From an optimization exercise on the open Yosys and OpenROAD flow, aimed at small area, a short achievable clock period and few clock cycles; shortcuts taken in it are not production practice. The RTL was checked by simulation tests, not by an equivalence proof against the original design.

File: flow/config.mk
export PLATFORM = sky130hd
export DESIGN_NAME = adc_divider_voltage_averager_core
export DESIGN_NICKNAME = adc_divider_voltage_averager_core
export VERILOG_FILES = /design/flow/design.v
export SDC_FILE = /design/flow/constraint.sdc
export NUM_CORES = 4
export LEC_CHECK = 0
export CAP_MARGIN = 20
export CORE_MARGIN = 2
export CORE_UTILIZATION = 40
export SLEW_MARGIN = 20
File: flow/design.v
`timescale 1ns / 1ps
package adv_pkg;
    localparam int unsigned ADV_SAMPLES = 16;
    localparam int SAMPLE_W   = 12;
    localparam int CHAN_W     = 4;
    localparam int VOLT_W     = 20;
    localparam int REF_W      = 13;
    localparam int CORR_W     = 12;
    localparam int THR_W      = 10;
    localparam int CFG_IDX_W  = 2;
    localparam int CFG_DATA_W = 13;
    localparam logic [CFG_IDX_W-1:0] CFG_FILTER = 2'd0;
    localparam logic [CFG_IDX_W-1:0] CFG_REF    = 2'd1;
    localparam logic [CFG_IDX_W-1:0] CFG_CORR   = 2'd2;
    localparam logic [CFG_IDX_W-1:0] CFG_THR    = 2'd3;
    localparam logic [REF_W-1:0] REF_RESET = 13'd3300;
    localparam logic [THR_W-1:0] THR_RESET = 10'd100;
    localparam logic [VOLT_W-1:0] VOLT_MAX = 20'hFFFFF;
    localparam int VAL_W   = 20;     
    localparam int SUM_W   = 29;     
    localparam int POLY_W  = 52;     
    localparam int MUL_A_W = 41;
    localparam int MUL_B_W = 18;
    localparam int MUL_P_W = MUL_A_W + MUL_B_W;
    localparam int K_W     = 17;     
    localparam int NUM_W   = 38;     
    localparam int QUOT_W  = NUM_W + 1;
    localparam int DEN_W   = 13;
    localparam int MEAN_MAG_W = 29;  
    localparam int RECIP_W    = 30;  
    localparam int FOLD_W     = 12;  
    localparam logic [DEN_W-1:0] ADC_FULL_SCALE = 13'd4095;
    localparam logic signed [POLY_W-1:0] COEF_C3  = -52'sd17045;
    localparam logic signed [POLY_W-1:0] COEF_C2  = 52'sd2317324;
    localparam logic signed [POLY_W-1:0] COEF_C1  = 52'sd1694190585;
    localparam logic signed [POLY_W-1:0] COEF_C0R = 52'sd930411199086;
    localparam logic [1:0] COEF_SEL_C2 = 2'd0;
    localparam logic [1:0] COEF_SEL_C1 = 2'd1;
    localparam logic [1:0] COEF_SEL_C0 = 2'd2;
    localparam logic DIV_SEL_MEAN = 1'b0;
    localparam logic DIV_SEL_VOLT = 1'b1;
    typedef struct packed {
        logic [SAMPLE_W-1:0] adc_sample;
        logic [CHAN_W-1:0]   channel;
    } t_in;
    typedef struct packed {
        logic [VOLT_W-1:0] voltage_mv;
        logic [CHAN_W-1:0] result_channel;
    } t_out;
    typedef struct packed {
        logic       load_in;
        logic       chan_lat;
        logic       poly_step;
        logic [1:0] coef_sel;
        logic       acc_add;
        logic       sum_clr;
        logic       div_start;
        logic       div_sel;
        logic       mean_ld;
        logic       prod_ld;
        logic       out_ld;
    } t_cmd;
    typedef struct packed {
        logic filter_en;
        logic div_busy;
    } t_sts;
endpackage
`timescale 1ns / 1ps
import adv_pkg::*;
module adv_div
#(
    parameter int unsigned SAMPLES = ADV_SAMPLES
) (
    input  logic                     i_clk,
    input  logic                     i_rst_n,
    input  logic                     i_start,
    input  logic                     i_sel,
    input  logic signed [NUM_W-1:0]  i_num,
    output logic                     o_busy,
    output logic signed [QUOT_W-1:0] o_quot
);
    localparam int MEAN_SHIFT = MEAN_MAG_W + $clog2(SAMPLES);
    localparam logic [RECIP_W-1:0] MEAN_RECIP =
        RECIP_W'(((64'd1 << MEAN_SHIFT) + 64'(SAMPLES) - 64'd1) / 64'(SAMPLES));
    localparam int PROD_W = MEAN_MAG_W + RECIP_W;
    logic             r_busy, n_busy;
    logic             r_sel, n_sel;
    logic             r_neg, n_neg;
    logic [NUM_W-1:0] r_rem, n_rem;
    logic [NUM_W-1:0] r_q, n_q;
    logic [NUM_W-1:0]  w_den;
    logic [NUM_W-1:0]  w_mag;
    logic [PROD_W-1:0] w_mean_prod;
    logic [NUM_W-1:0]  w_fold_hi;
    assign w_den = (i_sel == DIV_SEL_MEAN) ? NUM_W'(SAMPLES) : NUM_W'(ADC_FULL_SCALE);
    assign w_mag = i_num[NUM_W-1]
                 ? NUM_W'(-i_num) + w_den - NUM_W'(1)
                 : NUM_W'(i_num);
    assign w_mean_prod = PROD_W'(r_rem[MEAN_MAG_W-1:0]) * PROD_W'(MEAN_RECIP);
    assign w_fold_hi = r_rem >> FOLD_W;
    always_comb begin
        n_busy = r_busy;
        n_sel  = r_sel;
        n_neg  = r_neg;
        n_rem  = r_rem;
        n_q    = r_q;
        if (i_start) begin
            n_busy = 1'b1;
            n_sel  = i_sel;
            n_neg  = i_num[NUM_W-1];
            n_rem  = w_mag;
            n_q    = '0;
        end else if (r_busy) begin
            if (r_sel == DIV_SEL_MEAN) begin
                n_q    = NUM_W'(w_mean_prod >> MEAN_SHIFT);
                n_busy = 1'b0;
            end else if (w_fold_hi != '0) begin
                n_q   = r_q + w_fold_hi;
                n_rem = NUM_W'(r_rem[FOLD_W-1:0]) + w_fold_hi;
            end else begin
                if (r_rem[FOLD_W-1:0] == FOLD_W'(ADC_FULL_SCALE)) begin
                    n_q = r_q + NUM_W'(1);
                end
                n_busy = 1'b0;
            end
        end
    end
    always_ff @(posedge i_clk) begin
        if (!i_rst_n) begin
            r_busy <= 1'b0;
        end else begin
            r_busy <= n_busy;
        end
        r_sel <= n_sel;
        r_neg <= n_neg;
        r_rem <= n_rem;
        r_q   <= n_q;
    end
    assign o_busy = r_busy;
    assign o_quot = r_neg ? -$signed({1'b0, r_q}) : $signed({1'b0, r_q});
endmodule
`timescale 1ns / 1ps
import adv_pkg::*;
module adv_dp
#(
    parameter int unsigned SAMPLES = ADV_SAMPLES
) (
    input  logic                  i_clk,
    input  logic                  i_rst_n,
    input  logic                  i_cfg_we,
    input  logic [CFG_IDX_W-1:0]  i_cfg_idx,
    input  logic [CFG_DATA_W-1:0] i_cfg_data,
    input  adv_pkg::t_in                   i_in,
    input  adv_pkg::t_cmd                  i_cmd,
    output adv_pkg::t_sts                  o_sts,
    output adv_pkg::t_out                  o_out
);
    logic                     r_filter;
    logic [REF_W-1:0]         r_ref;
    logic signed [CORR_W-1:0] r_corr;
    logic [THR_W-1:0]         r_thr;
    logic [SAMPLE_W-1:0]      r_x;
    logic                     r_filt;
    logic signed [POLY_W-1:0] r_poly;
    logic signed [SUM_W-1:0]  r_sum;
    logic [CHAN_W-1:0]        r_wchan;
    logic signed [VAL_W-1:0]  r_mean;
    logic signed [NUM_W-1:0]  r_prod;
    adv_pkg::t_out                     r_out;
    logic [K_W-1:0]              w_k;
    logic signed [MUL_A_W-1:0]   w_mul_a;
    logic signed [MUL_B_W-1:0]   w_mul_b;
    logic signed [MUL_P_W-1:0]   w_prod;
    logic signed [VAL_W-1:0]     w_val;
    logic signed [NUM_W-1:0]     w_num;
    logic                        w_busy;
    logic signed [QUOT_W-1:0]    w_quot;
    logic signed [QUOT_W:0]      w_trim;
    logic [VOLT_W-1:0]           w_volt;
    logic signed [POLY_W-1:0]    w_coef;
    assign w_k = (K_W'(r_ref) << 3) + (K_W'(r_ref) << 1) + K_W'(r_ref);
    assign w_mul_a = i_cmd.poly_step ? r_poly[MUL_A_W-1:0] : MUL_A_W'(r_mean);
    assign w_mul_b = i_cmd.poly_step ? $signed(MUL_B_W'(r_x)) : $signed(MUL_B_W'(w_k));
    assign w_prod  = MUL_P_W'(w_mul_a) * MUL_P_W'(w_mul_b);
    always_comb begin
        case (i_cmd.coef_sel)
            COEF_SEL_C2: w_coef = COEF_C2;
            COEF_SEL_C1: w_coef = COEF_C1;
            default:     w_coef = COEF_C0R;
        endcase
    end
    assign w_val = r_filt ? r_poly[POLY_W-1:32] : $signed(VAL_W'(r_x));
    assign w_num = (i_cmd.div_sel == DIV_SEL_MEAN) ? NUM_W'(r_sum) : r_prod;
    adv_div #(
        .SAMPLES (SAMPLES)
    ) u_div (
        .i_clk   (i_clk),
        .i_rst_n (i_rst_n),
        .i_start (i_cmd.div_start),
        .i_sel   (i_cmd.div_sel),
        .i_num   (w_num),
        .o_busy  (w_busy),
        .o_quot  (w_quot)
    );
    assign w_trim = (QUOT_W + 1)'(w_quot) + (QUOT_W + 1)'(r_corr);
    always_comb begin
        if (w_quot < $signed({1'b0, r_thr})) begin
            w_volt = '0;
        end else if (w_trim < 0) begin
            w_volt = '0;
        end else if (w_trim > $signed({1'b0, VOLT_MAX})) begin
            w_volt = VOLT_MAX;
        end else begin
            w_volt = w_trim[VOLT_W-1:0];
        end
    end
    always_ff @(posedge i_clk) begin
        if (!i_rst_n) begin
            r_filter <= 1'b0;
            r_ref    <= REF_RESET;
            r_corr   <= '0;
            r_thr    <= THR_RESET;
            r_sum    <= '0;
            r_wchan  <= '0;
        end else begin
            if (i_cfg_we) begin
                unique case (i_cfg_idx)
                    CFG_FILTER: r_filter <= i_cfg_data[0];
                    CFG_REF:    r_ref    <= i_cfg_data[REF_W-1:0];
                    CFG_CORR:   r_corr   <= $signed(i_cfg_data[CORR_W-1:0]);
                    CFG_THR:    r_thr    <= i_cfg_data[THR_W-1:0];
                    default:    ;
                endcase
            end
            if (i_cmd.sum_clr) begin
                r_sum <= '0;
            end else if (i_cmd.acc_add) begin
                r_sum <= r_sum + SUM_W'(w_val);
            end
            if (i_cmd.load_in && i_cmd.chan_lat) begin
                r_wchan <= i_in.channel;
            end
        end
    end
    always_ff @(posedge i_clk) begin
        if (i_cmd.load_in) begin
            r_x    <= i_in.adc_sample;
            r_filt <= r_filter;
            r_poly <= COEF_C3;
        end else if (i_cmd.poly_step) begin
            r_poly <= w_prod[POLY_W-1:0] + w_coef;
        end
        if (i_cmd.mean_ld) begin
            r_mean <= w_quot[VAL_W-1:0];
        end
        if (i_cmd.prod_ld) begin
            r_prod <= w_prod[NUM_W-1:0];
        end
        if (i_cmd.out_ld) begin
            r_out.voltage_mv     <= w_volt;
            r_out.result_channel <= r_wchan;
        end
    end
    assign o_sts.filter_en = r_filter;
    assign o_sts.div_busy  = w_busy;
    assign o_out           = r_out;
endmodule
`timescale 1ns / 1ps
import adv_pkg::*;
module adv_ctrl
#(
    parameter int unsigned SAMPLES = ADV_SAMPLES
) (
    input  logic i_clk,
    input  logic i_rst_n,
    input  logic i_in_valid,
    output logic o_in_ready,
    output logic o_out_valid,
    input  logic i_out_ready,
    input  adv_pkg::t_sts i_sts,
    output adv_pkg::t_cmd o_cmd
);
    localparam int CNT_W = (SAMPLES > 1) ? $clog2(SAMPLES) : 1;
    localparam logic [3:0] S_IDLE  = 4'd0;
    localparam logic [3:0] S_MAC   = 4'd1;
    localparam logic [3:0] S_ACC   = 4'd2;
    localparam logic [3:0] S_DIV1  = 4'd3;
    localparam logic [3:0] S_WAIT1 = 4'd4;
    localparam logic [3:0] S_MUL   = 4'd5;
    localparam logic [3:0] S_DIV2  = 4'd6;
    localparam logic [3:0] S_WAIT2 = 4'd7;
    localparam logic [3:0] S_OUT   = 4'd8;
    logic [3:0]       r_state, n_state;
    logic [1:0]       r_step, n_step;
    logic [CNT_W-1:0] r_cnt, n_cnt;
    logic             r_ovalid, n_ovalid;
    logic             w_last;
    assign w_last = (r_cnt == CNT_W'(SAMPLES - 1));
    always_comb begin
        n_state  = r_state;
        n_step   = r_step;
        n_cnt    = r_cnt;
        n_ovalid = (r_ovalid && !i_out_ready);
        o_cmd    = '0;
        unique case (r_state)
            S_IDLE: begin
                if (i_in_valid) begin
                    o_cmd.load_in  = 1'b1;
                    o_cmd.chan_lat = (r_cnt == '0);
                    n_step         = COEF_SEL_C2;
                    n_state        = i_sts.filter_en ? S_MAC : S_ACC;
                end
            end
            S_MAC: begin
                o_cmd.poly_step = 1'b1;
                o_cmd.coef_sel  = r_step;
                if (r_step == COEF_SEL_C0) begin
                    n_state = S_ACC;
                end else begin
                    n_step = r_step + 2'd1;
                end
            end
            S_ACC: begin
                o_cmd.acc_add = 1'b1;
                if (w_last) begin
                    n_cnt   = '0;
                    n_state = S_DIV1;
                end else begin
                    n_cnt   = r_cnt + CNT_W'(1);
                    n_state = S_IDLE;
                end
            end
            S_DIV1: begin
                o_cmd.div_start = 1'b1;
                o_cmd.div_sel   = DIV_SEL_MEAN;
                o_cmd.sum_clr   = 1'b1;
                n_state         = S_WAIT1;
            end
            S_WAIT1: begin
                if (!i_sts.div_busy) begin
                    o_cmd.mean_ld = 1'b1;
                    n_state       = S_MUL;
                end
            end
            S_MUL: begin
                o_cmd.prod_ld = 1'b1;
                n_state       = S_DIV2;
            end
            S_DIV2: begin
                o_cmd.div_start = 1'b1;
                o_cmd.div_sel   = DIV_SEL_VOLT;
                n_state         = S_WAIT2;
            end
            S_WAIT2: begin
                if (!i_sts.div_busy) begin
                    n_state = S_OUT;
                end
            end
            S_OUT: begin
                if (!r_ovalid || i_out_ready) begin
                    o_cmd.out_ld = 1'b1;
                    n_ovalid     = 1'b1;
                    n_state      = S_IDLE;
                end
            end
            default: begin
                n_state = S_IDLE;
            end
        endcase
    end
    always_ff @(posedge i_clk) begin
        if (!i_rst_n) begin
            r_state  <= S_IDLE;
            r_step   <= '0;
            r_cnt    <= '0;
            r_ovalid <= 1'b0;
        end else begin
            r_state  <= n_state;
            r_step   <= n_step;
            r_cnt    <= n_cnt;
            r_ovalid <= n_ovalid;
        end
    end
    assign o_in_ready  = (r_state == S_IDLE);
    assign o_out_valid = r_ovalid;
endmodule
`timescale 1ns / 1ps
import adv_pkg::*;
module adc_divider_voltage_averager_core
#(
    parameter int unsigned SAMPLES = ADV_SAMPLES
) (
    input  logic                  i_clk,
    input  logic                  i_rst_n,
    input  logic                  i_in_valid,
    output logic                  o_in_ready,
    input  logic [15:0]           i_in_data,    
    output logic                  o_out_valid,
    input  logic                  i_out_ready,
    output logic [23:0]           o_out_data,   
    input  logic                  i_cfg_we,
    input  logic [CFG_IDX_W-1:0]  i_cfg_idx,
    input  logic [CFG_DATA_W-1:0] i_cfg_data
);
    adv_pkg::t_cmd w_cmd;    
    adv_pkg::t_sts w_sts;    
    adv_pkg::t_in  w_in;     
    adv_pkg::t_out w_out;    
    assign w_in       = i_in_data;
    assign o_out_data = w_out;
    adv_ctrl #(
        .SAMPLES (SAMPLES)
    ) u_ctrl (
        .i_clk       (i_clk),
        .i_rst_n     (i_rst_n),
        .i_in_valid  (i_in_valid),
        .o_in_ready  (o_in_ready),
        .o_out_valid (o_out_valid),
        .i_out_ready (i_out_ready),
        .i_sts       (w_sts),
        .o_cmd       (w_cmd)
    );
    adv_dp #(
        .SAMPLES (SAMPLES)
    ) u_dp (
        .i_clk      (i_clk),
        .i_rst_n    (i_rst_n),
        .i_cfg_we   (i_cfg_we),
        .i_cfg_idx  (i_cfg_idx),
        .i_cfg_data (i_cfg_data),
        .i_in       (w_in),
        .i_cmd      (w_cmd),
        .o_sts      (w_sts),
        .o_out      (w_out)
    );
endmodule
File: flow/constraint.sdc
create_clock -name core_clock -period 12.0 [get_ports {i_clk}]
set_input_delay 2.4000 -clock core_clock [delete_from_list [all_inputs] [get_ports {i_clk}]]
set_output_delay 2.4000 -clock core_clock [all_outputs]
set_load 0.01 [all_outputs]
File: flow/run.sh
#!/bin/bash
# synth_recipe.tcl (not shown) runs the flow's synth.tcl, then flattens the netlist and writes it again
# the make line also repeats each setting of config.mk as NAME=value (left out here)
make -C /OpenROAD-flow-scripts/flow DESIGN_CONFIG=/design/flow/config.mk WORK_HOME=/design/flow/orfs CLKGATE_MAP_FILE= SYNTH_SCRIPT=/design/flow/synth_recipe.tcl finish
==> metrics.md <==
| Metric | Value |
|---|---|
| Status | `timing/DRC/antenna clean` |
| Setup bufs post-CTS | `0` |
| Worst hold margin | `0.432 ns` |
| Share of cells above drive strength 1 | `4.30%` |
| Most used DFF post-synth | `dfxtp_1` |
| Starting density of the core | `40.2%` |
| Worst Hold Class | `reg -> reg` |
| Skew final | `0.0277 ns` |
| Slowest Stage Delay on Critical Path | `0.60 ns` |
| Die width | `337 um` |
| Worst slew pin tran | `1.04 ns` |
| Cell Count Post-Placement | `6668` |
| Unique masters post-synth | `99` |
| Slew margin rel. | `30.9%` |
| Boundary Pins | `62` |
| Total Routed Length | `137000 um` |
| Final instance area | `48000 um^2` |
| CP max FO | `16` |
| Synth Area in Compound Gates | `13.6%` |
| FMAX | `90.6 MHz` |
| Worst EP required | `12.43 ns` |
| Die ar. | `114000 um^2` |
| Antenna diodes | `0` |
| Slew Viols, Final | `0` |
| Crit Path Class | `reg -> reg` |
| Post-synth EDFFs | `135` |
| WL/cell | `20.3 um` |
| Synth Area in XOR/XNOR | `5.57%` |
| Cell Rows | `122` |
| Vias per inst | `5.42` |
| DRC viols | `0` |
| CTS tree | `done` |
| Clk root buf | `clkbuf_16` |
| CP endpoint kind | `flip-flop` |
| Setup tns final | `0 ns` |
| Nets | `6159` |
| Most Frequent Cell on Critical Path | `fa_1` |
| Antenna violations before repair | `8` |
| Post-route minimum period | `11.03 ns` |
| Final GP Congestion | `0.940` |
| # fillers | `11000` |
| Count of final setup violators | `0` |
| FF+latch area | `7480 um^2` |
| Synth Area in Simple Gates | `17.1%` |
| Clock slew at reported path FFs | `0.06 ns` |
| Clock sink total | `306` |
| Cells after synthesis | `5298` |
| Clk latency of the worst-skew pair | `0.58 ns` |
| Area occupied by multi-input gates | `32800 um^2` |
| Post-synth ARST share | `0%` |
| Initial DRC Count | `2810` |
| Crit share post-route | `92.0%` |
| Mux share of post-synthesis cell area | `1.53%` |
| Largest cells by area after synthesis | `fa_1 (28%), edfxtp_1 (9.1%), ha_1 (8.0%)` |
| Placed instance area | `46600 um^2` |
| H-tree Lvls | `2` |
| Synth top area share | `27.7%` |
| ANT nets after route | `0` |
| RSZ-0062 raised after global routing | `no` |
| Slowest-stage cell, CP | `fa_1` |
| Maxcap violations | `0` |
| Count leader, synth | `nand2_1` |
| Core area | `110000 um^2` |
| Fin. Hold Viols | `0` |
| Startpoint Class | `flip-flop` |
| Largest family of logic cells by synthesized area | `adder cells` |
| Cell taking the most area after synthesis | `fa_1` |
| Placement Setup Slack | `0.882 ns` |
| Total CTS buffers | `41` |
| Resize count post-CTS | `0` |
| Vias in the first global route | `36700` |
| Post-synthesis adder-cell area fraction | `35.8%` |
| Mapped cell area | `44400 um^2` |
| Crit path arrival time | `11.47 ns` |
| 1st-pass router iterations | `7` |
| Final WS setup | `0.966 ns` |
| Area Overhead vs Synth | `8.10%` |
| FF+latch count, synth | `306` |
| DP Wirelength | `110000 um` |
| Synth warn | `3` |
| Largest net degree at the start of global routing | `65` |
| Syn_nets | `6234` |
| Die height | `337 um` |
| Vias | `36600` |
| Post-synthesis sequential area ratio | `16.8%` |
| Cts hold-fix bufs | `0` |
| Non-filler instance count after layout | `6744` |
| PortBufs | `61` |
| Remaining global-route overflow | `0` |
| Top cells by count, synth | `nand2_1 (880), inv_1 (853), fa_1 (615)` |
| Overall global routing resource usage | `24.5%` |
| Syn avg cell area | `8.38 um^2` |
| Maximum root-to-sink buffer count | `3` |
| First-pass GRT wire length | `216000 um` |
[cell type report]
| type | instances | area share, % |
|---|---|---|
| sequential | 306 | 15.6 |
| multi-input combinational | 3871 | 68.4 |
| inverter | 854 | 6.68 |
| tap | 1488 | 3.88 |
| clock buffer | 59 | 2.45 |
| clock inverter | 17 | 0.404 |
| timing repair buffer | 149 | 2.66 |
[critical path, delay by kind of cell, from the launching register on]
family	cells	cell delay [ns]
buffers and inverters	6	0.57
AOI/OAI and AO/OA	12	3.22
and+or+nand+nor	8	1.62
adders and majority gates	10	4.56
DFF	1	0.38
xor gates and xnor gates	3	0.50
[through the flow]
stage	util [%]
final	43.5
after global placement	42.3
after floorplan	-
after global routing	43.5
after CTS	43.5
after detailed placement	42.3
[path summary, 6_finish.rpt]
check | end | startpoint | slack [ns] | cells after the start
setup / recovery | u_dp.r_poly[48]$_SDFFE_PP1P_ | u_dp.r_ref[0]$_SDFFE_PN0P_ | 0.97 | 39
hold / removal | u_dp.r_out[3]$_DFFE_PP_ | u_dp.r_wchan[3]$_SDFFE_PN0P_ | 0.43 | 0
setup reg to reg | u_dp.r_poly[48]$_SDFFE_PP1P_ | u_dp.r_ref[0]$_SDFFE_PN0P_ | 0.97 | 39
hold reg to reg | u_dp.r_out[3]$_DFFE_PP_ | u_dp.r_wchan[3]$_SDFFE_PN0P_ | 0.43 | 0
[per-layer routing]
layer	vias to the layer above	GRT usage [%]	part of all wire [%]
met5	-	0	0.034
met4	6	7.69	3.4
met3	244	3.35	6.5
met2	1135	40.6	47
met1	18200	33.2	43
li1	17000	-	-
[logic make-up after synthesis]
| family | count (synthesis) |
|---|---|
| adders and majority gates | 900 |
| DFF | 306 |
| AOI/OAI and AO/OA | 915 |
| buffers and inverters | 1121 |
| muxes | 66 |
| xor gates and xnor gates | 281 |
| and+or+nand+nor | 1709 |
[layout by cell type, fill, tap and decap left out, types with 12 or more instances in the layout]
cell type,n
clkbuf_1,12
fa_1,615
edfxtp_1,135
o21a_1,37
a211oi_1,36
o31ai_1,35
xor2_1,91
a31oi_1,54
a21o_1,89
and2_1,66
dfxtp_1,171
mux2i_1,50
o211ai_1,58
o21bai_1,22
nor3_1,82
nor2_1,330
buf_4,87
a21oi_1,262
o21ai_0,141
clkdlybuf4s50_1,60
nand3_1,73
mux2_2,15
nor3b_1,12
nor2b_1,37
nor4_1,16
a21boi_0,46
ha_1,285
and3_1,48
nand2b_1,30
xnor2_1,188
nand2_1,880
inv_1,852
clkbuf_16,43
nand4_1,27
or3_1,35
[flip-flops by register name (all words and copies together), names as in the netlist, 13 cells and up]
signal,count
u_dp.r_poly,52
u_dp.r_prod,38
u_dp.u_div.r_q,38
u_dp.u_div.r_rem,38
u_dp.r_sum,29
u_dp.r_out,24
u_dp.r_mean,20
u_dp.r_ref,13
Testbench counts, summed over its fixed seeds: cycles 8,576.

-- what the ideal ports hide --
In the flow no input, the clock included, has a driving cell. The finished layout below was timed again as built, in two steps. Step 1 sets driving cells, clkbuf_16 on the clock port and buf_2 on the other inputs (assumed; they add their load-dependent delay and slew). Step 2 times the ports against the registers' clock, not the clock port: input delays grow and output delays shrink by t, the midpoint of the rising clock arrivals with the driver on. a / b / c = ideal / step 1 / step 2; a / b = the first two.
t, ns: 0.631
setup slack, ns: 0.966 / 0.966 / 0.966
worst setup path after step 2: register to register
latest minus earliest clock arrival (ns): 0.029 / 0.029
worst data-port slew with drivers (ns): 0.08
After both steps this run still meets setup and hold. The setup slack of this run moves by 0.000 ns with the drivers and by 0.000 ns with both steps.
